This design comes from an exercise in tuning for small area, a short achievable clock period and few clock cycles per item on the open sky130 flow, not from production work. The RTL was checked by simulation tests, not by an equivalence proof against the original design. No activity file was given, so power comes from the tool's default toggle rates.

--- flow/run.sh ---
#!/bin/bash
set -o pipefail
cp standard.sh standard_sh_copy.log
export CTS_ARGS="-sink_clustering_enable -repair_clock_nets -dont_use_dummy_load -buf_list sky130_fd_sc_hd__clkbuf_4"
bash standard.sh > standard_flow.log 2>&1
--- constraint.sdc ---
create_clock -name core_clock -period 10.0 [get_ports {clk}]
set_input_delay 2.0000 -clock core_clock [delete_from_list [all_inputs] [get_ports {clk}]]
set_output_delay 2.0000 -clock core_clock [all_outputs]
set_load 0.01 [all_outputs]
--- config.mk ---
export PLATFORM = sky130hd
export DESIGN_NAME = alu_exec_ctrl
export DESIGN_NICKNAME = alu_exec_ctrl
export VERILOG_FILES = /design/flow/design.v
export SDC_FILE = /design/flow/constraint.sdc
export NUM_CORES = 4
export LEC_CHECK = 0
export CAP_MARGIN = 20
export CORE_MARGIN = 2
export CORE_UTILIZATION = 60
export PLACE_DENSITY = 0.75
export SETUP_SLACK_MARGIN = 4
export SLEW_MARGIN = 20
export TNS_END_PERCENT = 5
--- standard.sh ---
#!/bin/bash
# synth_recipe.tcl (not shown) runs the flow's synth.tcl, then flattens the netlist and writes it again
# the make line also repeats each setting of config.mk as NAME=value (left out here)
make -C /OpenROAD-flow-scripts/flow DESIGN_CONFIG=/design/flow/config.mk WORK_HOME=/design/flow/orfs CLKGATE_MAP_FILE= SYNTH_SCRIPT=/design/flow/synth_recipe.tcl "${@:-finish}"
--- design.v ---
module alu_exec_ctrl #(
  parameter int MUL_LAT = 3
) (
  input  logic        clk,
  input  logic        rst_n,
  input  logic        instr_valid,
  output logic        instr_ready,
  input  logic [31:0] instr,
  output logic        busy,
  output logic        done,
  output logic        illegal,
  output logic [4:0]  wb_addr,
  output logic [15:0] wb_data,
  output logic [15:0] sgpr_out,
  input  logic [4:0]  dbg_addr,
  output logic [15:0] dbg_data
);
  logic [15:0] gpr [32];
  logic [31:0] gv;
  logic [15:0] sgpr;
  logic        s1_v;
  logic [31:0] ir;
  logic [4:0]  s1_opc, rs1, rs2;
  logic        imm;
  assign s1_opc = ir[31:27];
  assign rs1    = ir[21:17];
  assign imm    = ir[16];
  assign rs2    = ir[15:11];
  logic        s2_v, s2_we, s2_mul, s2_fa, s2_fb;
  logic [4:0]  s2_opc, s2_rd;
  logic        s2_imm;
  logic [15:0] ra, rb;
  logic        s3_v, s3_we, s3_mul;
  logic [15:0] hs0, hs1, hi;
  logic        hc, s3_hc;
  assign hi = hs0 + hs1 + {15'd0, s3_hc};
  logic        stall;
  assign stall = s1_v && s1_opc == 5'd4 && s2_v && s2_we &&
                 (s2_rd == rs1 || (!imm && s2_rd == rs2));
  assign instr_ready = rst_n && !stall;
  logic [4:0]  addr_a;
  logic [31:0] sel_a, sel_b;
  logic [15:0] rd_a, rd_b;
  logic        w3a, w3b;
  assign addr_a = s1_v ? rs1 : dbg_addr;
  assign sel_a  = (s1_v ? (32'd1 << rs1) : (32'd1 << dbg_addr)) & gv;
  assign sel_b  = (32'd1 << rs2) & gv;
  always_comb begin
    rd_a = '0;
    rd_b = '0;
    for (int i = 0; i < 32; i++) begin
      rd_a = rd_a | (gpr[i] & {16{sel_a[i]}});
      rd_b = rd_b | (gpr[i] & {16{sel_b[i]}});
    end
  end
  assign dbg_data = rd_a;
  assign sgpr_out = sgpr;
  assign w3a      = s3_v && s3_we && wb_addr == rs1;
  assign w3b      = s3_v && s3_we && wb_addr == rs2;
  always_ff @(posedge clk) begin
    if (!stall) ir <= instr;
    s2_opc <= s1_opc;
    s2_rd  <= ir[26:22];
    s2_imm <= imm;
    s2_we  <= s1_opc <= 5'd11;
    s2_mul <= s1_opc == 5'd4;
    s2_fa  <= s2_v && s2_we && s2_rd == rs1;
    s2_fb  <= !imm && s2_v && s2_we && s2_rd == rs2;
    ra     <= w3a ? wb_data : rd_a;
    rb     <= imm ? ir[15:0] : w3b ? wb_data : rd_b;
  end
  logic [15:0] a, b, alu, sg, sum, mv, lo;
  logic [31:0] r0, r1;
  logic        sub;
  assign a = s2_fa ? wb_data : ra;
  assign b = s2_fb ? wb_data : rb;
  mul16_csa u_mul (.a(ra), .b(rb), .r0(r0), .r1(r1));
  assign {hc, lo} = {1'b0, r0[15:0]} + {1'b0, r1[15:0]};
  assign sg  = s3_v && s3_mul ? hi : sgpr;
  assign sub = s2_opc[0];
  assign sum = a + (b ^ {16{sub}}) + {15'd0, sub};
  assign mv  = s2_imm ? b : a;
  always_comb begin
    case (s2_opc)
      5'd0:    alu = sg;
      5'd1:    alu = mv;
      5'd2:    alu = sum;
      5'd3:    alu = sum;
      5'd5:    alu = a | b;
      5'd6:    alu = a & b;
      5'd7:    alu = a ^ b;
      5'd8:    alu = ~(a ^ b);
      5'd9:    alu = ~(a & b);
      5'd10:   alu = ~(a | b);
      5'd11:   alu = ~mv;
      default: alu = '0;
    endcase
  end
  always_ff @(posedge clk) begin
    s3_we   <= s2_we;
    s3_mul  <= s2_mul;
    wb_addr <= s2_rd;
    wb_data <= s2_mul ? lo : alu;
    hs0     <= r0[31:16];
    hs1     <= r1[31:16];
    s3_hc   <= hc;
    if (s3_v && s3_we) gpr[wb_addr] <= wb_data;
  end
  always_ff @(posedge clk or negedge rst_n)
    if (!rst_n) begin
      s1_v <= 1'b0;
      s2_v <= 1'b0;
      s3_v <= 1'b0;
      sgpr <= '0;
      gv   <= '0;
    end else begin
      s1_v <= stall || instr_valid;
      s2_v <= s1_v && !stall;
      s3_v <= s2_v;
      if (s3_v && s3_mul) sgpr <= hi;
      if (s3_v && s3_we) gv[wb_addr] <= 1'b1;
    end
  assign illegal = !s3_we;
  assign busy = s1_v || s2_v || s3_v;
  assign done = s3_v;
endmodule
module mul16_csa(input [15:0] a, input [15:0] b, output [31:0] r0, output [31:0] r1);
  wire pp0_0 = a[0] & b[0];
  wire pp0_1 = a[1] & b[0];
  wire pp0_2 = a[2] & b[0];
  wire pp0_3 = a[3] & b[0];
  wire pp0_4 = a[4] & b[0];
  wire pp0_5 = a[5] & b[0];
  wire pp0_6 = a[6] & b[0];
  wire pp0_7 = a[7] & b[0];
  wire pp0_8 = a[8] & b[0];
  wire pp0_9 = a[9] & b[0];
  wire pp0_10 = a[10] & b[0];
  wire pp0_11 = a[11] & b[0];
  wire pp0_12 = a[12] & b[0];
  wire pp0_13 = a[13] & b[0];
  wire pp0_14 = a[14] & b[0];
  wire pp0_15 = a[15] & b[0];
  wire pp1_0 = a[0] & b[1];
  wire pp1_1 = a[1] & b[1];
  wire pp1_2 = a[2] & b[1];
  wire pp1_3 = a[3] & b[1];
  wire pp1_4 = a[4] & b[1];
  wire pp1_5 = a[5] & b[1];
  wire pp1_6 = a[6] & b[1];
  wire pp1_7 = a[7] & b[1];
  wire pp1_8 = a[8] & b[1];
  wire pp1_9 = a[9] & b[1];
  wire pp1_10 = a[10] & b[1];
  wire pp1_11 = a[11] & b[1];
  wire pp1_12 = a[12] & b[1];
  wire pp1_13 = a[13] & b[1];
  wire pp1_14 = a[14] & b[1];
  wire pp1_15 = a[15] & b[1];
  wire pp2_0 = a[0] & b[2];
  wire pp2_1 = a[1] & b[2];
  wire pp2_2 = a[2] & b[2];
  wire pp2_3 = a[3] & b[2];
  wire pp2_4 = a[4] & b[2];
  wire pp2_5 = a[5] & b[2];
  wire pp2_6 = a[6] & b[2];
  wire pp2_7 = a[7] & b[2];
  wire pp2_8 = a[8] & b[2];
  wire pp2_9 = a[9] & b[2];
  wire pp2_10 = a[10] & b[2];
  wire pp2_11 = a[11] & b[2];
  wire pp2_12 = a[12] & b[2];
  wire pp2_13 = a[13] & b[2];
  wire pp2_14 = a[14] & b[2];
  wire pp2_15 = a[15] & b[2];
  wire pp3_0 = a[0] & b[3];
  wire pp3_1 = a[1] & b[3];
  wire pp3_2 = a[2] & b[3];
  wire pp3_3 = a[3] & b[3];
  wire pp3_4 = a[4] & b[3];
  wire pp3_5 = a[5] & b[3];
  wire pp3_6 = a[6] & b[3];
  wire pp3_7 = a[7] & b[3];
  wire pp3_8 = a[8] & b[3];
  wire pp3_9 = a[9] & b[3];
  wire pp3_10 = a[10] & b[3];
  wire pp3_11 = a[11] & b[3];
  wire pp3_12 = a[12] & b[3];
  wire pp3_13 = a[13] & b[3];
  wire pp3_14 = a[14] & b[3];
  wire pp3_15 = a[15] & b[3];
  wire pp4_0 = a[0] & b[4];
  wire pp4_1 = a[1] & b[4];
  wire pp4_2 = a[2] & b[4];
  wire pp4_3 = a[3] & b[4];
  wire pp4_4 = a[4] & b[4];
  wire pp4_5 = a[5] & b[4];
  wire pp4_6 = a[6] & b[4];
  wire pp4_7 = a[7] & b[4];
  wire pp4_8 = a[8] & b[4];
  wire pp4_9 = a[9] & b[4];
  wire pp4_10 = a[10] & b[4];
  wire pp4_11 = a[11] & b[4];
  wire pp4_12 = a[12] & b[4];
  wire pp4_13 = a[13] & b[4];
  wire pp4_14 = a[14] & b[4];
  wire pp4_15 = a[15] & b[4];
  wire pp5_0 = a[0] & b[5];
  wire pp5_1 = a[1] & b[5];
  wire pp5_2 = a[2] & b[5];
  wire pp5_3 = a[3] & b[5];
  wire pp5_4 = a[4] & b[5];
  wire pp5_5 = a[5] & b[5];
  wire pp5_6 = a[6] & b[5];
  wire pp5_7 = a[7] & b[5];
  wire pp5_8 = a[8] & b[5];
  wire pp5_9 = a[9] & b[5];
  wire pp5_10 = a[10] & b[5];
  wire pp5_11 = a[11] & b[5];
  wire pp5_12 = a[12] & b[5];
  wire pp5_13 = a[13] & b[5];
  wire pp5_14 = a[14] & b[5];
  wire pp5_15 = a[15] & b[5];
  wire pp6_0 = a[0] & b[6];
  wire pp6_1 = a[1] & b[6];
  wire pp6_2 = a[2] & b[6];
  wire pp6_3 = a[3] & b[6];
  wire pp6_4 = a[4] & b[6];
  wire pp6_5 = a[5] & b[6];
  wire pp6_6 = a[6] & b[6];
  wire pp6_7 = a[7] & b[6];
  wire pp6_8 = a[8] & b[6];
  wire pp6_9 = a[9] & b[6];
  wire pp6_10 = a[10] & b[6];
  wire pp6_11 = a[11] & b[6];
  wire pp6_12 = a[12] & b[6];
  wire pp6_13 = a[13] & b[6];
  wire pp6_14 = a[14] & b[6];
  wire pp6_15 = a[15] & b[6];
  wire pp7_0 = a[0] & b[7];
  wire pp7_1 = a[1] & b[7];
  wire pp7_2 = a[2] & b[7];
  wire pp7_3 = a[3] & b[7];
  wire pp7_4 = a[4] & b[7];
  wire pp7_5 = a[5] & b[7];
  wire pp7_6 = a[6] & b[7];
  wire pp7_7 = a[7] & b[7];
  wire pp7_8 = a[8] & b[7];
  wire pp7_9 = a[9] & b[7];
  wire pp7_10 = a[10] & b[7];
  wire pp7_11 = a[11] & b[7];
  wire pp7_12 = a[12] & b[7];
  wire pp7_13 = a[13] & b[7];
  wire pp7_14 = a[14] & b[7];
  wire pp7_15 = a[15] & b[7];
  wire pp8_0 = a[0] & b[8];
  wire pp8_1 = a[1] & b[8];
  wire pp8_2 = a[2] & b[8];
  wire pp8_3 = a[3] & b[8];
  wire pp8_4 = a[4] & b[8];
  wire pp8_5 = a[5] & b[8];
  wire pp8_6 = a[6] & b[8];
  wire pp8_7 = a[7] & b[8];
  wire pp8_8 = a[8] & b[8];
  wire pp8_9 = a[9] & b[8];
  wire pp8_10 = a[10] & b[8];
  wire pp8_11 = a[11] & b[8];
  wire pp8_12 = a[12] & b[8];
  wire pp8_13 = a[13] & b[8];
  wire pp8_14 = a[14] & b[8];
  wire pp8_15 = a[15] & b[8];
  wire pp9_0 = a[0] & b[9];
  wire pp9_1 = a[1] & b[9];
  wire pp9_2 = a[2] & b[9];
  wire pp9_3 = a[3] & b[9];
  wire pp9_4 = a[4] & b[9];
  wire pp9_5 = a[5] & b[9];
  wire pp9_6 = a[6] & b[9];
  wire pp9_7 = a[7] & b[9];
  wire pp9_8 = a[8] & b[9];
  wire pp9_9 = a[9] & b[9];
  wire pp9_10 = a[10] & b[9];
  wire pp9_11 = a[11] & b[9];
  wire pp9_12 = a[12] & b[9];
  wire pp9_13 = a[13] & b[9];
  wire pp9_14 = a[14] & b[9];
  wire pp9_15 = a[15] & b[9];
  wire pp10_0 = a[0] & b[10];
  wire pp10_1 = a[1] & b[10];
  wire pp10_2 = a[2] & b[10];
  wire pp10_3 = a[3] & b[10];
  wire pp10_4 = a[4] & b[10];
  wire pp10_5 = a[5] & b[10];
  wire pp10_6 = a[6] & b[10];
  wire pp10_7 = a[7] & b[10];
  wire pp10_8 = a[8] & b[10];
  wire pp10_9 = a[9] & b[10];
  wire pp10_10 = a[10] & b[10];
  wire pp10_11 = a[11] & b[10];
  wire pp10_12 = a[12] & b[10];
  wire pp10_13 = a[13] & b[10];
  wire pp10_14 = a[14] & b[10];
  wire pp10_15 = a[15] & b[10];
  wire pp11_0 = a[0] & b[11];
  wire pp11_1 = a[1] & b[11];
  wire pp11_2 = a[2] & b[11];
  wire pp11_3 = a[3] & b[11];
  wire pp11_4 = a[4] & b[11];
  wire pp11_5 = a[5] & b[11];
  wire pp11_6 = a[6] & b[11];
  wire pp11_7 = a[7] & b[11];
  wire pp11_8 = a[8] & b[11];
  wire pp11_9 = a[9] & b[11];
  wire pp11_10 = a[10] & b[11];
  wire pp11_11 = a[11] & b[11];
  wire pp11_12 = a[12] & b[11];
  wire pp11_13 = a[13] & b[11];
  wire pp11_14 = a[14] & b[11];
  wire pp11_15 = a[15] & b[11];
  wire pp12_0 = a[0] & b[12];
  wire pp12_1 = a[1] & b[12];
  wire pp12_2 = a[2] & b[12];
  wire pp12_3 = a[3] & b[12];
  wire pp12_4 = a[4] & b[12];
  wire pp12_5 = a[5] & b[12];
  wire pp12_6 = a[6] & b[12];
  wire pp12_7 = a[7] & b[12];
  wire pp12_8 = a[8] & b[12];
  wire pp12_9 = a[9] & b[12];
  wire pp12_10 = a[10] & b[12];
  wire pp12_11 = a[11] & b[12];
  wire pp12_12 = a[12] & b[12];
  wire pp12_13 = a[13] & b[12];
  wire pp12_14 = a[14] & b[12];
  wire pp12_15 = a[15] & b[12];
  wire pp13_0 = a[0] & b[13];
  wire pp13_1 = a[1] & b[13];
  wire pp13_2 = a[2] & b[13];
  wire pp13_3 = a[3] & b[13];
  wire pp13_4 = a[4] & b[13];
  wire pp13_5 = a[5] & b[13];
  wire pp13_6 = a[6] & b[13];
  wire pp13_7 = a[7] & b[13];
  wire pp13_8 = a[8] & b[13];
  wire pp13_9 = a[9] & b[13];
  wire pp13_10 = a[10] & b[13];
  wire pp13_11 = a[11] & b[13];
  wire pp13_12 = a[12] & b[13];
  wire pp13_13 = a[13] & b[13];
  wire pp13_14 = a[14] & b[13];
  wire pp13_15 = a[15] & b[13];
  wire pp14_0 = a[0] & b[14];
  wire pp14_1 = a[1] & b[14];
  wire pp14_2 = a[2] & b[14];
  wire pp14_3 = a[3] & b[14];
  wire pp14_4 = a[4] & b[14];
  wire pp14_5 = a[5] & b[14];
  wire pp14_6 = a[6] & b[14];
  wire pp14_7 = a[7] & b[14];
  wire pp14_8 = a[8] & b[14];
  wire pp14_9 = a[9] & b[14];
  wire pp14_10 = a[10] & b[14];
  wire pp14_11 = a[11] & b[14];
  wire pp14_12 = a[12] & b[14];
  wire pp14_13 = a[13] & b[14];
  wire pp14_14 = a[14] & b[14];
  wire pp14_15 = a[15] & b[14];
  wire pp15_0 = a[0] & b[15];
  wire pp15_1 = a[1] & b[15];
  wire pp15_2 = a[2] & b[15];
  wire pp15_3 = a[3] & b[15];
  wire pp15_4 = a[4] & b[15];
  wire pp15_5 = a[5] & b[15];
  wire pp15_6 = a[6] & b[15];
  wire pp15_7 = a[7] & b[15];
  wire pp15_8 = a[8] & b[15];
  wire pp15_9 = a[9] & b[15];
  wire pp15_10 = a[10] & b[15];
  wire pp15_11 = a[11] & b[15];
  wire pp15_12 = a[12] & b[15];
  wire pp15_13 = a[13] & b[15];
  wire pp15_14 = a[14] & b[15];
  wire pp15_15 = a[15] & b[15];
  wire s0 = pp0_13 ^ pp1_12;
  wire c0 = pp0_13 & pp1_12;
  wire s1 = pp0_14 ^ pp1_13 ^ pp2_12;
  wire c1 = (pp0_14 & pp1_13) | (pp0_14 & pp2_12) | (pp1_13 & pp2_12);
  wire s2 = pp3_11 ^ pp4_10;
  wire c2 = pp3_11 & pp4_10;
  wire s3 = pp0_15 ^ pp1_14 ^ pp2_13;
  wire c3 = (pp0_15 & pp1_14) | (pp0_15 & pp2_13) | (pp1_14 & pp2_13);
  wire s4 = pp3_12 ^ pp4_11 ^ pp5_10;
  wire c4 = (pp3_12 & pp4_11) | (pp3_12 & pp5_10) | (pp4_11 & pp5_10);
  wire s5 = pp6_9 ^ pp7_8;
  wire c5 = pp6_9 & pp7_8;
  wire s6 = pp1_15 ^ pp2_14 ^ pp3_13;
  wire c6 = (pp1_15 & pp2_14) | (pp1_15 & pp3_13) | (pp2_14 & pp3_13);
  wire s7 = pp4_12 ^ pp5_11 ^ pp6_10;
  wire c7 = (pp4_12 & pp5_11) | (pp4_12 & pp6_10) | (pp5_11 & pp6_10);
  wire s8 = pp7_9 ^ pp8_8;
  wire c8 = pp7_9 & pp8_8;
  wire s9 = pp2_15 ^ pp3_14 ^ pp4_13;
  wire c9 = (pp2_15 & pp3_14) | (pp2_15 & pp4_13) | (pp3_14 & pp4_13);
  wire s10 = pp5_12 ^ pp6_11 ^ pp7_10;
  wire c10 = (pp5_12 & pp6_11) | (pp5_12 & pp7_10) | (pp6_11 & pp7_10);
  wire s11 = pp3_15 ^ pp4_14 ^ pp5_13;
  wire c11 = (pp3_15 & pp4_14) | (pp3_15 & pp5_13) | (pp4_14 & pp5_13);
  wire s12 = pp0_9 ^ pp1_8;
  wire c12 = pp0_9 & pp1_8;
  wire s13 = pp0_10 ^ pp1_9 ^ pp2_8;
  wire c13 = (pp0_10 & pp1_9) | (pp0_10 & pp2_8) | (pp1_9 & pp2_8);
  wire s14 = pp3_7 ^ pp4_6;
  wire c14 = pp3_7 & pp4_6;
  wire s15 = pp0_11 ^ pp1_10 ^ pp2_9;
  wire c15 = (pp0_11 & pp1_10) | (pp0_11 & pp2_9) | (pp1_10 & pp2_9);
  wire s16 = pp3_8 ^ pp4_7 ^ pp5_6;
  wire c16 = (pp3_8 & pp4_7) | (pp3_8 & pp5_6) | (pp4_7 & pp5_6);
  wire s17 = pp6_5 ^ pp7_4;
  wire c17 = pp6_5 & pp7_4;
  wire s18 = pp0_12 ^ pp1_11 ^ pp2_10;
  wire c18 = (pp0_12 & pp1_11) | (pp0_12 & pp2_10) | (pp1_11 & pp2_10);
  wire s19 = pp3_9 ^ pp4_8 ^ pp5_7;
  wire c19 = (pp3_9 & pp4_8) | (pp3_9 & pp5_7) | (pp4_8 & pp5_7);
  wire s20 = pp6_6 ^ pp7_5 ^ pp8_4;
  wire c20 = (pp6_6 & pp7_5) | (pp6_6 & pp8_4) | (pp7_5 & pp8_4);
  wire s21 = pp9_3 ^ pp10_2;
  wire c21 = pp9_3 & pp10_2;
  wire s22 = pp2_11 ^ pp3_10 ^ pp4_9;
  wire c22 = (pp2_11 & pp3_10) | (pp2_11 & pp4_9) | (pp3_10 & pp4_9);
  wire s23 = pp5_8 ^ pp6_7 ^ pp7_6;
  wire c23 = (pp5_8 & pp6_7) | (pp5_8 & pp7_6) | (pp6_7 & pp7_6);
  wire s24 = pp8_5 ^ pp9_4 ^ pp10_3;
  wire c24 = (pp8_5 & pp9_4) | (pp8_5 & pp10_3) | (pp9_4 & pp10_3);
  wire s25 = pp11_2 ^ pp12_1 ^ pp13_0;
  wire c25 = (pp11_2 & pp12_1) | (pp11_2 & pp13_0) | (pp12_1 & pp13_0);
  wire s26 = pp5_9 ^ pp6_8 ^ pp7_7;
  wire c26 = (pp5_9 & pp6_8) | (pp5_9 & pp7_7) | (pp6_8 & pp7_7);
  wire s27 = pp8_6 ^ pp9_5 ^ pp10_4;
  wire c27 = (pp8_6 & pp9_5) | (pp8_6 & pp10_4) | (pp9_5 & pp10_4);
  wire s28 = pp11_3 ^ pp12_2 ^ pp13_1;
  wire c28 = (pp11_3 & pp12_2) | (pp11_3 & pp13_1) | (pp12_2 & pp13_1);
  wire s29 = pp14_0 ^ s1 ^ s2;
  wire c29 = (pp14_0 & s1) | (pp14_0 & s2) | (s1 & s2);
  wire s30 = pp8_7 ^ pp9_6 ^ pp10_5;
  wire c30 = (pp8_7 & pp9_6) | (pp8_7 & pp10_5) | (pp9_6 & pp10_5);
  wire s31 = pp11_4 ^ pp12_3 ^ pp13_2;
  wire c31 = (pp11_4 & pp12_3) | (pp11_4 & pp13_2) | (pp12_3 & pp13_2);
  wire s32 = pp14_1 ^ pp15_0 ^ s3;
  wire c32 = (pp14_1 & pp15_0) | (pp14_1 & s3) | (pp15_0 & s3);
  wire s33 = s4 ^ s5 ^ c1;
  wire c33 = (s4 & s5) | (s4 & c1) | (s5 & c1);
  wire s34 = pp9_7 ^ pp10_6 ^ pp11_5;
  wire c34 = (pp9_7 & pp10_6) | (pp9_7 & pp11_5) | (pp10_6 & pp11_5);
  wire s35 = pp12_4 ^ pp13_3 ^ pp14_2;
  wire c35 = (pp12_4 & pp13_3) | (pp12_4 & pp14_2) | (pp13_3 & pp14_2);
  wire s36 = pp15_1 ^ s6 ^ s7;
  wire c36 = (pp15_1 & s6) | (pp15_1 & s7) | (s6 & s7);
  wire s37 = s8 ^ c3 ^ c4;
  wire c37 = (s8 & c3) | (s8 & c4) | (c3 & c4);
  wire s38 = pp8_9 ^ pp9_8 ^ pp10_7;
  wire c38 = (pp8_9 & pp9_8) | (pp8_9 & pp10_7) | (pp9_8 & pp10_7);
  wire s39 = pp11_6 ^ pp12_5 ^ pp13_4;
  wire c39 = (pp11_6 & pp12_5) | (pp11_6 & pp13_4) | (pp12_5 & pp13_4);
  wire s40 = pp14_3 ^ pp15_2 ^ s9;
  wire c40 = (pp14_3 & pp15_2) | (pp14_3 & s9) | (pp15_2 & s9);
  wire s41 = s10 ^ c6 ^ c7;
  wire c41 = (s10 & c6) | (s10 & c7) | (c6 & c7);
  wire s42 = pp6_12 ^ pp7_11 ^ pp8_10;
  wire c42 = (pp6_12 & pp7_11) | (pp6_12 & pp8_10) | (pp7_11 & pp8_10);
  wire s43 = pp9_9 ^ pp10_8 ^ pp11_7;
  wire c43 = (pp9_9 & pp10_8) | (pp9_9 & pp11_7) | (pp10_8 & pp11_7);
  wire s44 = pp12_6 ^ pp13_5 ^ pp14_4;
  wire c44 = (pp12_6 & pp13_5) | (pp12_6 & pp14_4) | (pp13_5 & pp14_4);
  wire s45 = pp15_3 ^ s11 ^ c9;
  wire c45 = (pp15_3 & s11) | (pp15_3 & c9) | (s11 & c9);
  wire s46 = pp4_15 ^ pp5_14 ^ pp6_13;
  wire c46 = (pp4_15 & pp5_14) | (pp4_15 & pp6_13) | (pp5_14 & pp6_13);
  wire s47 = pp7_12 ^ pp8_11 ^ pp9_10;
  wire c47 = (pp7_12 & pp8_11) | (pp7_12 & pp9_10) | (pp8_11 & pp9_10);
  wire s48 = pp10_9 ^ pp11_8 ^ pp12_7;
  wire c48 = (pp10_9 & pp11_8) | (pp10_9 & pp12_7) | (pp11_8 & pp12_7);
  wire s49 = pp13_6 ^ pp14_5 ^ pp15_4;
  wire c49 = (pp13_6 & pp14_5) | (pp13_6 & pp15_4) | (pp14_5 & pp15_4);
  wire s50 = pp5_15 ^ pp6_14 ^ pp7_13;
  wire c50 = (pp5_15 & pp6_14) | (pp5_15 & pp7_13) | (pp6_14 & pp7_13);
  wire s51 = pp8_12 ^ pp9_11 ^ pp10_10;
  wire c51 = (pp8_12 & pp9_11) | (pp8_12 & pp10_10) | (pp9_11 & pp10_10);
  wire s52 = pp11_9 ^ pp12_8 ^ pp13_7;
  wire c52 = (pp11_9 & pp12_8) | (pp11_9 & pp13_7) | (pp12_8 & pp13_7);
  wire s53 = pp6_15 ^ pp7_14 ^ pp8_13;
  wire c53 = (pp6_15 & pp7_14) | (pp6_15 & pp8_13) | (pp7_14 & pp8_13);
  wire s54 = pp9_12 ^ pp10_11 ^ pp11_10;
  wire c54 = (pp9_12 & pp10_11) | (pp9_12 & pp11_10) | (pp10_11 & pp11_10);
  wire s55 = pp7_15 ^ pp8_14 ^ pp9_13;
  wire c55 = (pp7_15 & pp8_14) | (pp7_15 & pp9_13) | (pp8_14 & pp9_13);
  wire s56 = pp0_6 ^ pp1_5;
  wire c56 = pp0_6 & pp1_5;
  wire s57 = pp0_7 ^ pp1_6 ^ pp2_5;
  wire c57 = (pp0_7 & pp1_6) | (pp0_7 & pp2_5) | (pp1_6 & pp2_5);
  wire s58 = pp3_4 ^ pp4_3;
  wire c58 = pp3_4 & pp4_3;
  wire s59 = pp0_8 ^ pp1_7 ^ pp2_6;
  wire c59 = (pp0_8 & pp1_7) | (pp0_8 & pp2_6) | (pp1_7 & pp2_6);
  wire s60 = pp3_5 ^ pp4_4 ^ pp5_3;
  wire c60 = (pp3_5 & pp4_4) | (pp3_5 & pp5_3) | (pp4_4 & pp5_3);
  wire s61 = pp6_2 ^ pp7_1;
  wire c61 = pp6_2 & pp7_1;
  wire s62 = pp2_7 ^ pp3_6 ^ pp4_5;
  wire c62 = (pp2_7 & pp3_6) | (pp2_7 & pp4_5) | (pp3_6 & pp4_5);
  wire s63 = pp5_4 ^ pp6_3 ^ pp7_2;
  wire c63 = (pp5_4 & pp6_3) | (pp5_4 & pp7_2) | (pp6_3 & pp7_2);
  wire s64 = pp8_1 ^ pp9_0 ^ s12;
  wire c64 = (pp8_1 & pp9_0) | (pp8_1 & s12) | (pp9_0 & s12);
  wire s65 = pp5_5 ^ pp6_4 ^ pp7_3;
  wire c65 = (pp5_5 & pp6_4) | (pp5_5 & pp7_3) | (pp6_4 & pp7_3);
  wire s66 = pp8_2 ^ pp9_1 ^ pp10_0;
  wire c66 = (pp8_2 & pp9_1) | (pp8_2 & pp10_0) | (pp9_1 & pp10_0);
  wire s67 = s13 ^ s14 ^ c12;
  wire c67 = (s13 & s14) | (s13 & c12) | (s14 & c12);
  wire s68 = pp8_3 ^ pp9_2 ^ pp10_1;
  wire c68 = (pp8_3 & pp9_2) | (pp8_3 & pp10_1) | (pp9_2 & pp10_1);
  wire s69 = pp11_0 ^ s15 ^ s16;
  wire c69 = (pp11_0 & s15) | (pp11_0 & s16) | (s15 & s16);
  wire s70 = s17 ^ c13 ^ c14;
  wire c70 = (s17 & c13) | (s17 & c14) | (c13 & c14);
  wire s71 = pp11_1 ^ pp12_0 ^ s18;
  wire c71 = (pp11_1 & pp12_0) | (pp11_1 & s18) | (pp12_0 & s18);
  wire s72 = s19 ^ s20 ^ s21;
  wire c72 = (s19 & s20) | (s19 & s21) | (s20 & s21);
  wire s73 = c15 ^ c16 ^ c17;
  wire c73 = (c15 & c16) | (c15 & c17) | (c16 & c17);
  wire s74 = s0 ^ s22 ^ s23;
  wire c74 = (s0 & s22) | (s0 & s23) | (s22 & s23);
  wire s75 = s24 ^ s25 ^ c18;
  wire c75 = (s24 & s25) | (s24 & c18) | (s25 & c18);
  wire s76 = c19 ^ c20 ^ c21;
  wire c76 = (c19 & c20) | (c19 & c21) | (c20 & c21);
  wire s77 = c0 ^ s26 ^ s27;
  wire c77 = (c0 & s26) | (c0 & s27) | (s26 & s27);
  wire s78 = s28 ^ s29 ^ c22;
  wire c78 = (s28 & s29) | (s28 & c22) | (s29 & c22);
  wire s79 = c23 ^ c24 ^ c25;
  wire c79 = (c23 & c24) | (c23 & c25) | (c24 & c25);
  wire s80 = c2 ^ s30 ^ s31;
  wire c80 = (c2 & s30) | (c2 & s31) | (s30 & s31);
  wire s81 = s32 ^ s33 ^ c26;
  wire c81 = (s32 & s33) | (s32 & c26) | (s33 & c26);
  wire s82 = c27 ^ c28 ^ c29;
  wire c82 = (c27 & c28) | (c27 & c29) | (c28 & c29);
  wire s83 = c5 ^ s34 ^ s35;
  wire c83 = (c5 & s34) | (c5 & s35) | (s34 & s35);
  wire s84 = s36 ^ s37 ^ c30;
  wire c84 = (s36 & s37) | (s36 & c30) | (s37 & c30);
  wire s85 = c31 ^ c32 ^ c33;
  wire c85 = (c31 & c32) | (c31 & c33) | (c32 & c33);
  wire s86 = c8 ^ s38 ^ s39;
  wire c86 = (c8 & s38) | (c8 & s39) | (s38 & s39);
  wire s87 = s40 ^ s41 ^ c34;
  wire c87 = (s40 & s41) | (s40 & c34) | (s41 & c34);
  wire s88 = c35 ^ c36 ^ c37;
  wire c88 = (c35 & c36) | (c35 & c37) | (c36 & c37);
  wire s89 = c10 ^ s42 ^ s43;
  wire c89 = (c10 & s42) | (c10 & s43) | (s42 & s43);
  wire s90 = s44 ^ s45 ^ c38;
  wire c90 = (s44 & s45) | (s44 & c38) | (s45 & c38);
  wire s91 = c39 ^ c40 ^ c41;
  wire c91 = (c39 & c40) | (c39 & c41) | (c40 & c41);
  wire s92 = c11 ^ s46 ^ s47;
  wire c92 = (c11 & s46) | (c11 & s47) | (s46 & s47);
  wire s93 = s48 ^ s49 ^ c42;
  wire c93 = (s48 & s49) | (s48 & c42) | (s49 & c42);
  wire s94 = c43 ^ c44 ^ c45;
  wire c94 = (c43 & c44) | (c43 & c45) | (c44 & c45);
  wire s95 = pp14_6 ^ pp15_5 ^ s50;
  wire c95 = (pp14_6 & pp15_5) | (pp14_6 & s50) | (pp15_5 & s50);
  wire s96 = s51 ^ s52 ^ c46;
  wire c96 = (s51 & s52) | (s51 & c46) | (s52 & c46);
  wire s97 = c47 ^ c48 ^ c49;
  wire c97 = (c47 & c48) | (c47 & c49) | (c48 & c49);
  wire s98 = pp12_9 ^ pp13_8 ^ pp14_7;
  wire c98 = (pp12_9 & pp13_8) | (pp12_9 & pp14_7) | (pp13_8 & pp14_7);
  wire s99 = pp15_6 ^ s53 ^ s54;
  wire c99 = (pp15_6 & s53) | (pp15_6 & s54) | (s53 & s54);
  wire s100 = c50 ^ c51 ^ c52;
  wire c100 = (c50 & c51) | (c50 & c52) | (c51 & c52);
  wire s101 = pp10_12 ^ pp11_11 ^ pp12_10;
  wire c101 = (pp10_12 & pp11_11) | (pp10_12 & pp12_10) | (pp11_11 & pp12_10);
  wire s102 = pp13_9 ^ pp14_8 ^ pp15_7;
  wire c102 = (pp13_9 & pp14_8) | (pp13_9 & pp15_7) | (pp14_8 & pp15_7);
  wire s103 = s55 ^ c53 ^ c54;
  wire c103 = (s55 & c53) | (s55 & c54) | (c53 & c54);
  wire s104 = pp8_15 ^ pp9_14 ^ pp10_13;
  wire c104 = (pp8_15 & pp9_14) | (pp8_15 & pp10_13) | (pp9_14 & pp10_13);
  wire s105 = pp11_12 ^ pp12_11 ^ pp13_10;
  wire c105 = (pp11_12 & pp12_11) | (pp11_12 & pp13_10) | (pp12_11 & pp13_10);
  wire s106 = pp14_9 ^ pp15_8 ^ c55;
  wire c106 = (pp14_9 & pp15_8) | (pp14_9 & c55) | (pp15_8 & c55);
  wire s107 = pp9_15 ^ pp10_14 ^ pp11_13;
  wire c107 = (pp9_15 & pp10_14) | (pp9_15 & pp11_13) | (pp10_14 & pp11_13);
  wire s108 = pp12_12 ^ pp13_11 ^ pp14_10;
  wire c108 = (pp12_12 & pp13_11) | (pp12_12 & pp14_10) | (pp13_11 & pp14_10);
  wire s109 = pp10_15 ^ pp11_14 ^ pp12_13;
  wire c109 = (pp10_15 & pp11_14) | (pp10_15 & pp12_13) | (pp11_14 & pp12_13);
  wire s110 = pp0_4 ^ pp1_3;
  wire c110 = pp0_4 & pp1_3;
  wire s111 = pp0_5 ^ pp1_4 ^ pp2_3;
  wire c111 = (pp0_5 & pp1_4) | (pp0_5 & pp2_3) | (pp1_4 & pp2_3);
  wire s112 = pp3_2 ^ pp4_1;
  wire c112 = pp3_2 & pp4_1;
  wire s113 = pp2_4 ^ pp3_3 ^ pp4_2;
  wire c113 = (pp2_4 & pp3_3) | (pp2_4 & pp4_2) | (pp3_3 & pp4_2);
  wire s114 = pp5_1 ^ pp6_0 ^ s56;
  wire c114 = (pp5_1 & pp6_0) | (pp5_1 & s56) | (pp6_0 & s56);
  wire s115 = pp5_2 ^ pp6_1 ^ pp7_0;
  wire c115 = (pp5_2 & pp6_1) | (pp5_2 & pp7_0) | (pp6_1 & pp7_0);
  wire s116 = s57 ^ s58 ^ c56;
  wire c116 = (s57 & s58) | (s57 & c56) | (s58 & c56);
  wire s117 = pp8_0 ^ s59 ^ s60;
  wire c117 = (pp8_0 & s59) | (pp8_0 & s60) | (s59 & s60);
  wire s118 = s61 ^ c57 ^ c58;
  wire c118 = (s61 & c57) | (s61 & c58) | (c57 & c58);
  wire s119 = s62 ^ s63 ^ s64;
  wire c119 = (s62 & s63) | (s62 & s64) | (s63 & s64);
  wire s120 = c59 ^ c60 ^ c61;
  wire c120 = (c59 & c60) | (c59 & c61) | (c60 & c61);
  wire s121 = s65 ^ s66 ^ s67;
  wire c121 = (s65 & s66) | (s65 & s67) | (s66 & s67);
  wire s122 = c62 ^ c63 ^ c64;
  wire c122 = (c62 & c63) | (c62 & c64) | (c63 & c64);
  wire s123 = s68 ^ s69 ^ s70;
  wire c123 = (s68 & s69) | (s68 & s70) | (s69 & s70);
  wire s124 = c65 ^ c66 ^ c67;
  wire c124 = (c65 & c66) | (c65 & c67) | (c66 & c67);
  wire s125 = s71 ^ s72 ^ s73;
  wire c125 = (s71 & s72) | (s71 & s73) | (s72 & s73);
  wire s126 = c68 ^ c69 ^ c70;
  wire c126 = (c68 & c69) | (c68 & c70) | (c69 & c70);
  wire s127 = s74 ^ s75 ^ s76;
  wire c127 = (s74 & s75) | (s74 & s76) | (s75 & s76);
  wire s128 = c71 ^ c72 ^ c73;
  wire c128 = (c71 & c72) | (c71 & c73) | (c72 & c73);
  wire s129 = s77 ^ s78 ^ s79;
  wire c129 = (s77 & s78) | (s77 & s79) | (s78 & s79);
  wire s130 = c74 ^ c75 ^ c76;
  wire c130 = (c74 & c75) | (c74 & c76) | (c75 & c76);
  wire s131 = s80 ^ s81 ^ s82;
  wire c131 = (s80 & s81) | (s80 & s82) | (s81 & s82);
  wire s132 = c77 ^ c78 ^ c79;
  wire c132 = (c77 & c78) | (c77 & c79) | (c78 & c79);
  wire s133 = s83 ^ s84 ^ s85;
  wire c133 = (s83 & s84) | (s83 & s85) | (s84 & s85);
  wire s134 = c80 ^ c81 ^ c82;
  wire c134 = (c80 & c81) | (c80 & c82) | (c81 & c82);
  wire s135 = s86 ^ s87 ^ s88;
  wire c135 = (s86 & s87) | (s86 & s88) | (s87 & s88);
  wire s136 = c83 ^ c84 ^ c85;
  wire c136 = (c83 & c84) | (c83 & c85) | (c84 & c85);
  wire s137 = s89 ^ s90 ^ s91;
  wire c137 = (s89 & s90) | (s89 & s91) | (s90 & s91);
  wire s138 = c86 ^ c87 ^ c88;
  wire c138 = (c86 & c87) | (c86 & c88) | (c87 & c88);
  wire s139 = s92 ^ s93 ^ s94;
  wire c139 = (s92 & s93) | (s92 & s94) | (s93 & s94);
  wire s140 = c89 ^ c90 ^ c91;
  wire c140 = (c89 & c90) | (c89 & c91) | (c90 & c91);
  wire s141 = s95 ^ s96 ^ s97;
  wire c141 = (s95 & s96) | (s95 & s97) | (s96 & s97);
  wire s142 = c92 ^ c93 ^ c94;
  wire c142 = (c92 & c93) | (c92 & c94) | (c93 & c94);
  wire s143 = s98 ^ s99 ^ s100;
  wire c143 = (s98 & s99) | (s98 & s100) | (s99 & s100);
  wire s144 = c95 ^ c96 ^ c97;
  wire c144 = (c95 & c96) | (c95 & c97) | (c96 & c97);
  wire s145 = s101 ^ s102 ^ s103;
  wire c145 = (s101 & s102) | (s101 & s103) | (s102 & s103);
  wire s146 = c98 ^ c99 ^ c100;
  wire c146 = (c98 & c99) | (c98 & c100) | (c99 & c100);
  wire s147 = s104 ^ s105 ^ s106;
  wire c147 = (s104 & s105) | (s104 & s106) | (s105 & s106);
  wire s148 = c101 ^ c102 ^ c103;
  wire c148 = (c101 & c102) | (c101 & c103) | (c102 & c103);
  wire s149 = pp15_9 ^ s107 ^ s108;
  wire c149 = (pp15_9 & s107) | (pp15_9 & s108) | (s107 & s108);
  wire s150 = c104 ^ c105 ^ c106;
  wire c150 = (c104 & c105) | (c104 & c106) | (c105 & c106);
  wire s151 = pp13_12 ^ pp14_11 ^ pp15_10;
  wire c151 = (pp13_12 & pp14_11) | (pp13_12 & pp15_10) | (pp14_11 & pp15_10);
  wire s152 = s109 ^ c107 ^ c108;
  wire c152 = (s109 & c107) | (s109 & c108) | (c107 & c108);
  wire s153 = pp11_15 ^ pp12_14 ^ pp13_13;
  wire c153 = (pp11_15 & pp12_14) | (pp11_15 & pp13_13) | (pp12_14 & pp13_13);
  wire s154 = pp14_12 ^ pp15_11 ^ c109;
  wire c154 = (pp14_12 & pp15_11) | (pp14_12 & c109) | (pp15_11 & c109);
  wire s155 = pp12_15 ^ pp13_14 ^ pp14_13;
  wire c155 = (pp12_15 & pp13_14) | (pp12_15 & pp14_13) | (pp13_14 & pp14_13);
  wire s156 = pp0_3 ^ pp1_2;
  wire c156 = pp0_3 & pp1_2;
  wire s157 = pp2_2 ^ pp3_1 ^ pp4_0;
  wire c157 = (pp2_2 & pp3_1) | (pp2_2 & pp4_0) | (pp3_1 & pp4_0);
  wire s158 = pp5_0 ^ s111 ^ s112;
  wire c158 = (pp5_0 & s111) | (pp5_0 & s112) | (s111 & s112);
  wire s159 = s113 ^ s114 ^ c111;
  wire c159 = (s113 & s114) | (s113 & c111) | (s114 & c111);
  wire s160 = s115 ^ s116 ^ c113;
  wire c160 = (s115 & s116) | (s115 & c113) | (s116 & c113);
  wire s161 = s117 ^ s118 ^ c115;
  wire c161 = (s117 & s118) | (s117 & c115) | (s118 & c115);
  wire s162 = s119 ^ s120 ^ c117;
  wire c162 = (s119 & s120) | (s119 & c117) | (s120 & c117);
  wire s163 = s121 ^ s122 ^ c119;
  wire c163 = (s121 & s122) | (s121 & c119) | (s122 & c119);
  wire s164 = s123 ^ s124 ^ c121;
  wire c164 = (s123 & s124) | (s123 & c121) | (s124 & c121);
  wire s165 = s125 ^ s126 ^ c123;
  wire c165 = (s125 & s126) | (s125 & c123) | (s126 & c123);
  wire s166 = s127 ^ s128 ^ c125;
  wire c166 = (s127 & s128) | (s127 & c125) | (s128 & c125);
  wire s167 = s129 ^ s130 ^ c127;
  wire c167 = (s129 & s130) | (s129 & c127) | (s130 & c127);
  wire s168 = s131 ^ s132 ^ c129;
  wire c168 = (s131 & s132) | (s131 & c129) | (s132 & c129);
  wire s169 = s133 ^ s134 ^ c131;
  wire c169 = (s133 & s134) | (s133 & c131) | (s134 & c131);
  wire s170 = s135 ^ s136 ^ c133;
  wire c170 = (s135 & s136) | (s135 & c133) | (s136 & c133);
  wire s171 = s137 ^ s138 ^ c135;
  wire c171 = (s137 & s138) | (s137 & c135) | (s138 & c135);
  wire s172 = s139 ^ s140 ^ c137;
  wire c172 = (s139 & s140) | (s139 & c137) | (s140 & c137);
  wire s173 = s141 ^ s142 ^ c139;
  wire c173 = (s141 & s142) | (s141 & c139) | (s142 & c139);
  wire s174 = s143 ^ s144 ^ c141;
  wire c174 = (s143 & s144) | (s143 & c141) | (s144 & c141);
  wire s175 = s145 ^ s146 ^ c143;
  wire c175 = (s145 & s146) | (s145 & c143) | (s146 & c143);
  wire s176 = s147 ^ s148 ^ c145;
  wire c176 = (s147 & s148) | (s147 & c145) | (s148 & c145);
  wire s177 = s149 ^ s150 ^ c147;
  wire c177 = (s149 & s150) | (s149 & c147) | (s150 & c147);
  wire s178 = s151 ^ s152 ^ c149;
  wire c178 = (s151 & s152) | (s151 & c149) | (s152 & c149);
  wire s179 = s153 ^ s154 ^ c151;
  wire c179 = (s153 & s154) | (s153 & c151) | (s154 & c151);
  wire s180 = pp15_12 ^ s155 ^ c153;
  wire c180 = (pp15_12 & s155) | (pp15_12 & c153) | (s155 & c153);
  wire s181 = pp13_15 ^ pp14_14 ^ pp15_13;
  wire c181 = (pp13_15 & pp14_14) | (pp13_15 & pp15_13) | (pp14_14 & pp15_13);
  wire s182 = pp0_2 ^ pp1_1;
  wire c182 = pp0_2 & pp1_1;
  wire s183 = pp2_1 ^ pp3_0 ^ s156;
  wire c183 = (pp2_1 & pp3_0) | (pp2_1 & s156) | (pp3_0 & s156);
  wire s184 = s110 ^ s157 ^ c156;
  wire c184 = (s110 & s157) | (s110 & c156) | (s157 & c156);
  wire s185 = c110 ^ s158 ^ c157;
  wire c185 = (c110 & s158) | (c110 & c157) | (s158 & c157);
  wire s186 = c112 ^ s159 ^ c158;
  wire c186 = (c112 & s159) | (c112 & c158) | (s159 & c158);
  wire s187 = c114 ^ s160 ^ c159;
  wire c187 = (c114 & s160) | (c114 & c159) | (s160 & c159);
  wire s188 = c116 ^ s161 ^ c160;
  wire c188 = (c116 & s161) | (c116 & c160) | (s161 & c160);
  wire s189 = c118 ^ s162 ^ c161;
  wire c189 = (c118 & s162) | (c118 & c161) | (s162 & c161);
  wire s190 = c120 ^ s163 ^ c162;
  wire c190 = (c120 & s163) | (c120 & c162) | (s163 & c162);
  wire s191 = c122 ^ s164 ^ c163;
  wire c191 = (c122 & s164) | (c122 & c163) | (s164 & c163);
  wire s192 = c124 ^ s165 ^ c164;
  wire c192 = (c124 & s165) | (c124 & c164) | (s165 & c164);
  wire s193 = c126 ^ s166 ^ c165;
  wire c193 = (c126 & s166) | (c126 & c165) | (s166 & c165);
  wire s194 = c128 ^ s167 ^ c166;
  wire c194 = (c128 & s167) | (c128 & c166) | (s167 & c166);
  wire s195 = c130 ^ s168 ^ c167;
  wire c195 = (c130 & s168) | (c130 & c167) | (s168 & c167);
  wire s196 = c132 ^ s169 ^ c168;
  wire c196 = (c132 & s169) | (c132 & c168) | (s169 & c168);
  wire s197 = c134 ^ s170 ^ c169;
  wire c197 = (c134 & s170) | (c134 & c169) | (s170 & c169);
  wire s198 = c136 ^ s171 ^ c170;
  wire c198 = (c136 & s171) | (c136 & c170) | (s171 & c170);
  wire s199 = c138 ^ s172 ^ c171;
  wire c199 = (c138 & s172) | (c138 & c171) | (s172 & c171);
  wire s200 = c140 ^ s173 ^ c172;
  wire c200 = (c140 & s173) | (c140 & c172) | (s173 & c172);
  wire s201 = c142 ^ s174 ^ c173;
  wire c201 = (c142 & s174) | (c142 & c173) | (s174 & c173);
  wire s202 = c144 ^ s175 ^ c174;
  wire c202 = (c144 & s175) | (c144 & c174) | (s175 & c174);
  wire s203 = c146 ^ s176 ^ c175;
  wire c203 = (c146 & s176) | (c146 & c175) | (s176 & c175);
  wire s204 = c148 ^ s177 ^ c176;
  wire c204 = (c148 & s177) | (c148 & c176) | (s177 & c176);
  wire s205 = c150 ^ s178 ^ c177;
  wire c205 = (c150 & s178) | (c150 & c177) | (s178 & c177);
  wire s206 = c152 ^ s179 ^ c178;
  wire c206 = (c152 & s179) | (c152 & c178) | (s179 & c178);
  wire s207 = c154 ^ s180 ^ c179;
  wire c207 = (c154 & s180) | (c154 & c179) | (s180 & c179);
  wire s208 = c155 ^ s181 ^ c180;
  wire c208 = (c155 & s181) | (c155 & c180) | (s181 & c180);
  wire s209 = pp14_15 ^ pp15_14 ^ c181;
  wire c209 = (pp14_15 & pp15_14) | (pp14_15 & c181) | (pp15_14 & c181);
  assign r0 = {1'b0, pp15_15, s209, s208, s207, s206, s205, s204, s203, s202, s201, s200, s199, s198, s197, s196, s195, s194, s193, s192, s191, s190, s189, s188, s187, s186, s185, s184, s183, pp2_0, pp0_1, pp0_0};
  assign r1 = {1'b0, c209, c208, c207, c206, c205, c204, c203, c202, c201, c200, c199, c198, c197, c196, c195, c194, c193, c192, c191, c190, c189, c188, c187, c186, c185, c184, c183, c182, s182, pp1_0, 1'b0};
endmodule
==> results.py, run 1 <==
metrics = {
    "worst_setup_path": {
        "path_buf_inv": 3,
        "crit_family": "simple AND/OR/NAND/NOR gates",
        "regToRegSetupSlack_ps": 4510,
        "cp.arrival_ps": 4230,
        "critPathKind": "primary input to primary output",
        "cp-end-kind": "primary output",
        "r2r-end": "wb_data[15]",
        "critical-path-slowest-cell": "or4_4",
        "worstPathCellList": "buf_8 > mux2i_4 > a21oi_2 > and3_4 > buf_12 > a22o_1 > a221oi_2 > nand3_1 > or4_4 > buf_6",
        "timing.rr.start": "ra[8]",
        "cp.required_ps": 8000,
        "ff2ff_path_depth": 17,
        "max_stage_delay_ps": 550,
        "critPathMaxFanout": 12,
        "critPathLaunchType": "primary input",
    },
    "yosys": {
        "yosys_warnings": 1,
        "async_flop_share_pct": 7.33,
        "synth_area_um2": 38300,
        "seq_area_frac_synth_pct": 51.3,
        "synthTopCellsByCount": "edfxtp_1 (544), a22oi_1 (400), inv_1 (245)",
        "ys.flop_type": "edfxtp_1",
        "avgSynthCellArea_um2": 12.0,
        "synth_edf_count": 544,
        "ys_ff_latch": 696,
        "syn_nets": 3515,
        "synth.area.top_cells": "edfxtp_1 (43%), fa_1 (10%), a22oi_1 (7.8%)",
        "syn_inst": 3182,
        "synth.most_common_cell": "edfxtp_1",
        "yosys.area.top_type_share_pct": 42.7,
        "ys_types": 66,
        "synth_top_cell_by_area": "edfxtp_1",
    },
    "sta": {
        "min_period_ps": 6230,
        "clock-skew-final_ps": 151,
        "slew_headroom_pct": 10.9,
        "worstMarginPinSlew_ps": 1330,
        "fin_tns_setup_ps": 0,
        "finalHoldViolations": 0,
        "rsz0062_at_grt": "yes",
        "slew_viol_final": 0,
        "setup_violations": 0,
        "max_clock_freq_mhz": 161,
        "fin_crit_sh_pct": 62.3,
    },
    "power_and_ir_drop": {
        "leakagePower_nw": 16.6,
        "power-per-cell-area_nw_per_um2": 152,
        "irDropWorstVdd_v": 0.000114,
    },
    "global_route": {
        "grt_overflow": 0,
        "antenna_found_initial": 14,
        "grt_pass1_wl_mm": 224,
        "grt_pass1_vias": 31800,
        "grt_max_degree": 53,
        "grt_usage_pct": 48.6,
    },
    "clock_network": {
        "cts_tree": "built",
        "h-tree-depth": 4,
        "clock_sinks": 696,
        "clkSlewWorstSetupHoldPaths_ps": 60,
        "cts-root-buf": "clkbuf_4",
        "holdBufCountCts": 0,
        "clock_path_buffers": 3,
        "cts_buffers": 178,
        "clock_latency_ps": 1110,
    },
    "layout": {
        "regArea_um2": 19600,
        "drive_gt1_share_pct": 16.7,
        "multi_input_area_um2": 17500,
        "area_growth_pct": 13.5,
        "fin_nets": 3774,
        "fillers": 4591,
        "finish.instance_area_um2": 43400,
    },
    "drt": {
        "drt_iter0_drc": 6348,
        "drtPass1Iterations": 15,
        "routedWlPerCell_um": 37.3,
        "ant_nets": 0,
        "viasPerCell": 7.57,
        "vias": 32500,
        "drc": 0,
        "wl_mm": 160,
    },
    "min_path": {
        "whs_endpoint": "s2_rd[3]",
        "min_path_type": "register to register",
        "holdCritStartpoint": "ir[25]",
        "hold-path-cell-count": 0,
    },
    "placement": {
        "port_buffers": 96,
        "hpwl_mm": 93.7,
        "gp_congestion": 1.03,
        "place_area_um2": 40400,
    },
    "floorplan": {
        "die_h_um": 257,
        "ios": 97,
        "core_area_um2": 63100,
        "fp.dieW_um": 257,
        "die_area_um2": 65800,
        "fp-row-count": 92,
        "initial_core_util_pct": 60.6,
    },
    "flow_run": {
        "drv_cap": 0,
    },
    "run_status": {
        "status": "timing/DRC/antenna clean",
    },
}
per-stage QoR:
step	hold WS, ps	power (mW)	std cells	util, %	setup slack [ps]
after CTS	333	6.54	4273	68.5	3880
after global placement	328	4.68	4017	64.0	2460
after floorplan	323	4.22	3182	-	4300
after detailed placement	329	4.72	4017	64.0	2420
after global routing	356	6.85	4291	68.8	3770
final	335	6.60	4293	68.8	3770
metal layers:
| layer | vias up | part of all wire, % | global-route usage, % | wire [µm] |
|---|---|---|---|---|
| li1 | 12400 | - | - | - |
| met1 | 15500 | 32 | 58.1 | 51100 |
| met2 | 3460 | 41 | 69.4 | 66000 |
| met3 | 1166 | 17 | 22.7 | 27400 |
| met4 | 18 | 9.6 | 33.8 | 15400 |
| met5 | - | 0.25 | 1.97 | 400 |
worst max-delay path by stage:
stage | from | end | slack, ps | cells after the start
3_5_place_dp | dbg_addr[0] | dbg_data[4] | 2420 | 8
6_report | dbg_addr[4] | dbg_data[2] | 3770 | 10
3_3_place_gp | dbg_addr[0] | dbg_data[4] | 2460 | 8
4_1_cts | dbg_addr[4] | dbg_data[6] | 3880 | 10
2_1_floorplan | dbg_addr[3] | dbg_data[14] | 4300 | 8
5_1_grt | dbg_addr[4] | dbg_data[5] | 3770 | 10
flip-flops by register name (all words and copies together) (netlist names), 5 cells and up:
name and flops:
rb 16, s2_opc 5, gpr 512, s2_rd 5, wb_data 16, wb_addr 5
ra 16, hs0 15, hs1 15, sgpr 16, gv 32, ir 32
timing repair:
action / CTS / global route
setup endpoints to repair: 16 / 16
hold endpoints to repair: 0 / 0
cloned: 2 / 1
gates resized for setup: 260 / 8
setup buffers: 76 / 10
pin swaps: 50 / 11
area by class of cell:
cell class,instances,area share [%]
inverters,245,2.12
flip-flops and latches,696,45.2
well taps,846,2.44
diodes,8,0.0461
repair buffers,290,6.79
clock buffers,178,3.08
multi-input cells,2030,40.3
cells in the final DEF (no fill, tap or decap), types with 58 or more instances in the layout:
cell	count
a21oi_1	61
a22o_1	60
a22oi_1	398
and2_1	215
buf_4	145
clkbuf_4	178
clkdlybuf4s50_1	74
dfxtp_1	101
edfxtp_1	544
fa_1	199
ha_1	94
inv_1	244
nand2_1	141
nand3_1	58
nand4_1	98
nor2_1	71
o21ai_0	60
kinds of logic (layout without fill, tap and decap cells):
group                      after synthesis  after routing  synth area share, %
other                                    0              8                    0
muxes                                   69             69                 1.97
xor gates and xnor gates                76             76                 1.74
adders and majority gates              293            293                 13.5
and+or+nand+nor                        789            789                 11.3
DFF                                    696            696                 51.3
buffers and inverters                  457            713                 4.73
AOI/OAI and AO/OA                      802            803                 15.5
report_power, final:
group / switching (mW) / total [mW] / internal [mW]
logic: 0.787 / 1.30 / 0.510
clock network: 1.05 / 1.85 / 0.801
registers: 0.176 / 3.45 / 3.27
Testbench counts, summed over its fixed seeds: cycles 32,137, instrs 32,000.
==> inputs of run 2 (changes only) <==
--- a/design.v
+++ b/design.v
@@ -44,5 +44,5 @@
   logic        w3a, w3b;
   assign addr_a = s1_v ? rs1 : dbg_addr;
-  assign sel_a  = (s1_v ? (32'd1 << rs1) : (32'd1 << dbg_addr)) & gv;
+  assign sel_a  = (32'd1 << addr_a) & gv;
   assign sel_b  = (32'd1 << rs2) & gv;
   always_comb begin
@@ -100,4 +100,5 @@
     s3_we   <= s2_we;
     s3_mul  <= s2_mul;
+    illegal <= !s2_we;
     wb_addr <= s2_rd;
     wb_data <= s2_mul ? lo : alu;
@@ -121,5 +122,4 @@
       if (s3_v && s3_we) gv[wb_addr] <= 1'b1;
     end
-  assign illegal = !s3_we;
   assign busy = s1_v || s2_v || s3_v;
   assign done = s3_v;
==> run.sh (new file) <==
#!/bin/bash
# synth_recipe.tcl (not shown) runs the flow's synth.tcl, then flattens the netlist and writes it again
# the make line also repeats each setting of config.mk as NAME=value (left out here)
make -C /OpenROAD-flow-scripts/flow DESIGN_CONFIG=/design/flow/config.mk WORK_HOME=/design/flow/orfs CLKGATE_MAP_FILE= SYNTH_SCRIPT=/design/flow/synth_recipe.tcl finish
--- a/config.mk
+++ b/config.mk
@@ -12,3 +12,2 @@
 export SETUP_SLACK_MARGIN = 4
 export SLEW_MARGIN = 20
-export TNS_END_PERCENT = 5
removed: flow/run.sh
removed: standard.sh
==> run 2 against run 1 <==
Net effect:
- utilization is 3.2 points higher
- setup slack improved by 75 ps
- register-to-register slack lost 450 ps
- global-route usage is 0.92 points higher
- critical path type unchanged
- sequential share of layout area fell by 2.0 points
- highest routed layer unchanged
==> results.py, run 2 <==
metrics = {
    "sta": {
        "finalHoldViolations": 0,
        "rsz0062_at_grt": "yes",
        "setup_ws_ps": 3850,
        "min_period_ps": 6150,
        "setup_violations": 0,
        "max_clock_freq_mhz": 163,
        "worstMarginPinSlew_ps": 1320,
        "fin_tns_setup_ps": 0,
        "slew_viol_final": 0,
        "slew_headroom_pct": 11.4,
        "fin_crit_sh_pct": 61.5,
        "clock-skew-final_ps": 54.2,
    },
    "clock_network": {
        "holdBufCountCts": 0,
        "cts_tree": "built",
        "cts-root-buf": "clkbuf_16",
        "clock_sinks": 697,
        "clock_path_buffers": 3,
        "cts_buffers": 73,
        "h-tree-depth": 3,
        "clkSlewWorstSetupHoldPaths_ps": 60,
        "clock_latency_ps": 680,
    },
    "power_and_ir_drop": {
        "finalPower_mw": 7.70,
        "power-per-cell-area_nw_per_um2": 169,
        "leakagePower_nw": 17.3,
        "irDropWorstVdd_v": 0.000166,
    },
    "layout": {
        "drive_gt1_share_pct": 17.0,
        "largest_registers": "gpr x512, gv x32, ir x32",
        "largest_reg_flops": 512,
        "fin_nets": 3770,
        "area_growth_pct": 18.5,
        "fin_cells": 4346,
        "layout_commonest_cell": "edfxtp_1",
        "layout_common_cells": "edfxtp_1 (544), a22oi_1 (424), inv_1 (235), and2_1 (216), fa_1 (199)",
        "fillers": 4352,
        "top_register": "gpr",
    },
    "min_path": {
        "hold-path-cell-count": 0,
        "holdCritStartpoint": "ir[22]",
        "whs_endpoint": "s2_rd[0]",
        "min_path_type": "register to register",
    },
    "placement": {
        "port_buffers": 96,
        "hpwl_mm": 95.5,
        "pre_cts_ws_ps": 2490,
        "dp_cells": 4062,
        "gp_congestion": 1.01,
    },
    "yosys": {
        "async_flop_share_pct": 7.32,
        "seq_area_frac_synth_pct": 51.3,
        "ys.flop_type": "edfxtp_1",
        "synth_area_um2": 38300,
        "synth.most_common_cell": "edfxtp_1",
        "synth_edf_count": 544,
        "avgSynthCellArea_um2": 11.9,
        "synth.area.top_cells": "edfxtp_1 (43%), fa_1 (10%), a22oi_1 (8.7%)",
        "synthTopCellsByCount": "edfxtp_1 (544), a22oi_1 (445), inv_1 (235)",
        "synth_top_cell_by_area": "edfxtp_1",
        "ys_types": 72,
        "yosys.area.top_type_share_pct": 42.6,
        "yosys_warnings": 1,
        "syn_nets": 3551,
        "syn_inst": 3218,
        "ys_ff_latch": 697,
    },
    "drt": {
        "routedWlPerCell_um": 37.8,
        "drc": 0,
        "ant_nets": 0,
        "drt_iter0_drc": 6149,
        "drtPass1Iterations": 9,
        "vias": 32500,
        "wl_mm": 164,
        "viasPerCell": 7.47,
    },
    "worst_setup_path": {
        "critPathKind": "primary input to primary output",
        "critPathMaxFanout": 5,
        "regToRegSetupSlack_ps": 4060,
        "cp.arrival_ps": 4150,
        "max_stage_delay_ps": 500,
        "critical-path-slowest-cell": "or4_4",
        "cp.required_ps": 8000,
        "path_buf_inv": 6,
        "timing.rr.start": "rb[2]",
        "worstPathCellList": "buf_8 > mux2i_4 > buf_6 > a21oi_4 > and3_4 > buf_12 > buf_12 > buf_12 > a221oi_2 > nand3_1 > or4_4 > buf_6",
        "crit_family": "simple AND/OR/NAND/NOR gates",
        "r2r-end": "wb_data[15]",
        "crit_start": "dbg_addr[4]",
        "critPathLaunchType": "primary input",
        "cp_common_cell": "buf_12",
        "cp-end-kind": "primary output",
        "ff2ff_path_depth": 17,
    },
    "flow_run": {
        "drv_cap": 0,
    },
    "floorplan": {
        "die_h_um": 257,
        "fp.dieW_um": 257,
        "fp-row-count": 92,
        "ios": 97,
        "core_area_um2": 63100,
        "die_area_um2": 65900,
        "initial_core_util_pct": 60.8,
    },
    "global_route": {
        "grt_usage_pct": 49.5,
        "antenna_found_initial": 11,
        "grt_pass1_wl_mm": 229,
        "grt_overflow": 0,
        "grt_pass1_vias": 32000,
        "grt_max_degree": 53,
    },
    "run_status": {
        "status": "timing/DRC/antenna clean",
    },
}
[run 2: cell count changes after synthesis, moves of 12 or more]
cell,delta
o21ai_0,+21
nor3_1,+12
o21ai_1,-14
nand3_1,-23
nor2_1,+25
nand4_1,+13
a22o_1,-26
a221oi_1,-21
nand2_1,+21
a22oi_1,+45
[run 2: metal layers]
metal	global-route usage [%]	routed length (µm)
met1	58.0	51900
met2	71.8	68100
met3	23.8	27800
met4	34.0	16300
met5	0.439	169
[run 2: metrics by stage]
step	hold slack (ps)	utilization (%)	instance area, µm²
2_1_floorplan	323	-	38300
3_3_place_gp	331	64.1	40500
3_5_place_dp	331	64.2	40500
4_1_cts	350	71.4	45100
5_1_grt	360	72.0	45400
6_report	347	72.0	45400
[run 2: power breakdown]
part	internal (mW)	switching, mW	leakage (nW)	total, mW
combinational	0.543	0.910	9.54	1.45
clock	1.56	1.26	1.18	2.82
sequential	3.29	0.140	6.56	3.43
total	5.39	2.31	17.3	7.70
[run 2: what timing repair did]
action                     4_1_cts  5_1_grt
gates cloned                     1        1
resized for setup              256       45
buffers inserted               130       13
pin swaps                       52       40
setup endpoints to repair       16       17
[run 2: cells by family (layout without fill, tap and decap cells)]
| group | after synthesis | in the layout | synth area share [%] |
|---|---|---|---|
| XOR/XNOR | 78 | 78 | 1.78 |
| other | 0 | 5 | 0 |
| AO/OA/AOI/OAI | 807 | 807 | 15.3 |
| multiplexers | 60 | 60 | 1.76 |
| AND/OR/NAND/NOR | 838 | 838 | 11.8 |
| adder cells (fa/ha/maj) | 293 | 293 | 13.5 |
| buffers and inverters | 445 | 722 | 4.61 |
| flip-flops | 697 | 697 | 51.3 |
[run 2: worst register-to-register path: cells and delay by family (launching register included)]
kind	cells	cell delay, ps
AO/OA/AOI/OAI	6	1210
XOR/XNOR	1	600
adder cells (fa/ha/maj)	6	2730
buffers and inverters	2	110
flip-flops	1	780
AND/OR/NAND/NOR	2	410
[run 2: worst max-delay path by stage]
stage	to	cells after the start	slack, ps
3_3_place_gp	dbg_data[1]	9	2520
6_report	dbg_data[0]	12	3850
2_1_floorplan	dbg_data[7]	9	4300
3_5_place_dp	dbg_data[1]	9	2490
5_1_grt	dbg_data[13]	11	3860
4_1_cts	dbg_data[15]	12	3920
[run 2: cell type report]
cell class | instances | area (µm²) | share of cell area, %
multi-input cells | 2076 | 17600 | 38.7
repair buffers | 354 | 3760 | 8.28
clock inverters | 44 | 556 | 1.22
clock buffers | 89 | 1920 | 4.22
flip-flops and latches | 697 | 19700 | 43.3
inverters | 235 | 882 | 1.94
diodes | 5 | 12.5 | 0.0275
well taps | 846 | 1060 | 2.33
Testbench counts of run 2, summed over its fixed seeds: cycles 32,137, instrs 32,000.

-- port drivers added, routing unchanged --
In the flow no input, the clock included, has a driving cell. The finished layouts below were timed again as built, in two steps. Step 1: set_driving_cell puts a clkbuf_16 on clk and a buf_2 on each other input, an assumption about the parent block. Step 2 adds t to the input delays and takes it off the output delays; t is the mean of the earliest and latest rising clock arrival at the registers after step 1. Input paths then give back, and output paths get back, about the clock's delay inside the block. a / b / c = ideal / step 1 / step 2; a / b = the first two.
run	t (ns)	slack for setup (ns)	worst hold slack (ns)	cell pins on the clock port's net
run 1	1.105	3.774 / 3.722 / 3.722	0.335 / 0.335 / 0.335	1
run 2	0.724	3.849 / 3.794 / 3.794	0.347 / 0.347 / 0.347	1
After both steps setup and hold are still met in every run listed. For run 2, which loses most, drivers alone change the setup slack by -0.055 ns; drivers and shift together by -0.055 ns.
